What follows belongs to an exercise in optimizing a design on an open flow for small area; a production flow would make more cautious choices. Only simulation tests tie the RTL to the original design; equivalence was not proved. Power figures rest on the tool's default switching activity, not on a simulated workload.

==> flow/design.v (excerpt) <==
module cad_top #(
  parameter int IMG_SIDE = 8,
  parameter int IMG_COUNT = 2,
  parameter int KER_COUNT = 2,
  localparam int IMG_IDX_W = (IMG_COUNT > 1) ? $clog2(IMG_COUNT) : 1,
  localparam int KER_IDX_W = (KER_COUNT > 1) ? $clog2(KER_COUNT) : 1
) (
  input  logic                 clk,
  input  logic                 rst_n,
  input  logic                 i_in_valid,
  input  cad_pkg::data_t       i_matrix,
  input  logic                 i_start,
  input  logic [IMG_IDX_W-1:0] i_img_idx,
  input  logic [KER_IDX_W-1:0] i_ker_idx,
  output logic                 o_busy,
  output logic                 o_out_valid,
  output logic                 o_out_value
);
  logic [511:0] img0;
  logic [511:0] img1;
  logic [199:0] ker0;
  logic [199:0] ker1;
  logic [7:0] img0_tail;
  logic [7:0] img1_tail;
  logic [7:0] ker0_tail;
  logic [7:0] ker1_tail;
  assign img0_tail = img0[511:504];
  assign img1_tail = img1[511:504];
  assign ker0_tail = ker0[199:192];
  assign ker1_tail = ker1[199:192];
  logic       busy;
  logic       comp;      
  logic       img_sel;
  logic       ker_sel;
  logic [1:0] wseg;      
  logic [5:0] woff;      
  logic [5:0] rpos;      
  logic [4:0] kpos;      
  logic [4:0] outi;      
  logic       run;       
  logic [1:0] gap;       
  logic       cmp;
  logic       out_valid;
  logic signed [19:0] acc;
  logic [20:0] mx;        
  logic wr;
  logic [5:0] rpos_init;
  logic [4:0] kpos_init;
  logic [4:0] kpos_goal;
  logic [6:0] sched;
  logic start_out;
  logic mac;
  logic img_step;
  logic ker_step;
  logic row_end;
  logic signed [7:0] pix;
  logic signed [7:0] kval;
  assign wr = i_in_valid && !busy;
  assign rpos_init = (wseg == {1'b0, img_sel}) ? woff : 6'd0;
  assign kpos_init = (wseg == {1'b1, ker_sel}) ? woff[4:0] : 5'd0;
  assign kpos_goal = outi[4] ? kpos_init : 5'd0;
  always_comb begin
    case (outi[3:0])
      4'd0:  sched = {1'b0, 6'd0};    
      4'd1:  sched = {1'b1, 6'd39};   
      4'd2:  sched = {1'b1, 6'd31};   
      4'd3:  sched = {1'b0, 6'd8};    
      4'd4:  sched = {1'b0, 6'd2};    
      4'd5:  sched = {1'b1, 6'd41};   
  ...
export LEC_CHECK = 0
export ABC_AREA = 1
export CAP_MARGIN = 20
export CORE_MARGIN = 2
export CORE_UTILIZATION = 70
export CTS_CLUSTER_DIAMETER = 80
export CTS_CLUSTER_SIZE = 25
export PLACE_DENSITY = 0.8
export SLEW_MARGIN = 20
create_clock -name core_clock -period 12.0 [get_ports {clk}]
run.sh (not shown) runs the stock make flow with config.mk's settings and CLKGATE_MAP_FILE= SYNTH_SCRIPT=/design/flow/synth_recipe.tcl, a recipe that flattens the netlist after the stock synthesis.
Rerun with:
--- a/flow/config.mk
+++ b/flow/config.mk
@@ -11,4 +11,4 @@
 export CORE_UTILIZATION = 70
-export CTS_CLUSTER_DIAMETER = 80
-export CTS_CLUSTER_SIZE = 25
+export CTS_CLUSTER_DIAMETER = 60
+export CTS_CLUSTER_SIZE = 30
 export PLACE_DENSITY = 0.8
After rerunning: Global-route usage went down by 0.17 points; routed wire length went down by 0.95%; via count is about the same; core utilization went up by 0.38 points; register-to-register slack degrades by 30 ps; combinational power barely changes; total power went up by 1.2%; area after synthesis is unchanged; clock skew went up by 18 ps; fmax went down by 0.32%.

main:
cad_top, a different RTL version from the one above (not shown whole).
For scale: roughly 4,100 cells after synthesis, about 1,500 flip-flops, about 17 I/O pins, roughly 46,000 sq um of cells after synthesis.
==> flow/config.mk <==
export PLATFORM = sky130hd
export DESIGN_NAME = cad_top
export DESIGN_NICKNAME = cad_top
export VERILOG_FILES = /design/flow/design.v
export SDC_FILE = /design/flow/constraint.sdc
export NUM_CORES = 4
export LEC_CHECK = 0
export ABC_AREA = 1
export CAP_MARGIN = 20
export CORE_MARGIN = 2
export CORE_UTILIZATION = 70
export CTS_CLUSTER_DIAMETER = 80
export CTS_CLUSTER_SIZE = 25
export GPL_ROUTABILITY_DRIVEN = 0
export GPL_TIMING_DRIVEN = 0
export PLACE_DENSITY = 0.8
export SLEW_MARGIN = 20
==> flow/constraint.sdc <==
create_clock -name core_clock -period 12.0 [get_ports {clk}]
set_input_delay 2.4000 -clock core_clock [delete_from_list [all_inputs] [get_ports {clk}]]
set_output_delay 2.4000 -clock core_clock [all_outputs]
set_load 0.01 [all_outputs]
Input-level comparison between the feature branch and main:
- GPL_TIMING_DRIVEN: 0 -> unset
- GPL_ROUTABILITY_DRIVEN: 0 -> unset
### Flow results
Diff main -> the feature branch: worst setup slack went up 0.33 ns, global-route track usage on met3 about even. Re max-slew headroom at the worst pin: the feature branch and main aren't equal, and the higher value belongs to main. Changes observed in the feature branch relative to main: clock network power share increased 0.4 points; number of clock buffers in the layout +about 7%; layout overhead on the synthesized area moved down; first-iteration DRC count moved down; total stage count of the critical path went down. Compared with main, the feature branch is more frugal on power. The feature branch: met1 layer usage reported by global route 1.1 points below main.

-- re-timing with driven ports --
The flow's constraints put no driver on any port. The routed layouts listed below were extracted and timed again, unchanged, in two steps. Step 1: set_driving_cell puts a clkbuf_16 on clk and a buf_2 on each other input, an assumption about the parent block. Step 2, shift: input delay + t, output delay - t, t = (earliest + latest rising clock arrival at the registers) / 2. This alone moves slack from input paths to output paths. Three values: no drivers, after step 1, after step 2; two values: the first two.
run	t (ns)	slack for setup (ns)	worst data-port slew with drivers (ns)
the first run of note 1	0.693	2.061 / 2.061 / 2.061	0.08
the second run of note 1	0.698	2.029 / 2.029 / 2.029	0.08
main	0.708	1.827 / 1.827 / 1.827	0.04
the feature branch	0.700	2.155 / 2.155 / 2.155	0.14
After both steps setup and hold are still met in every run listed.
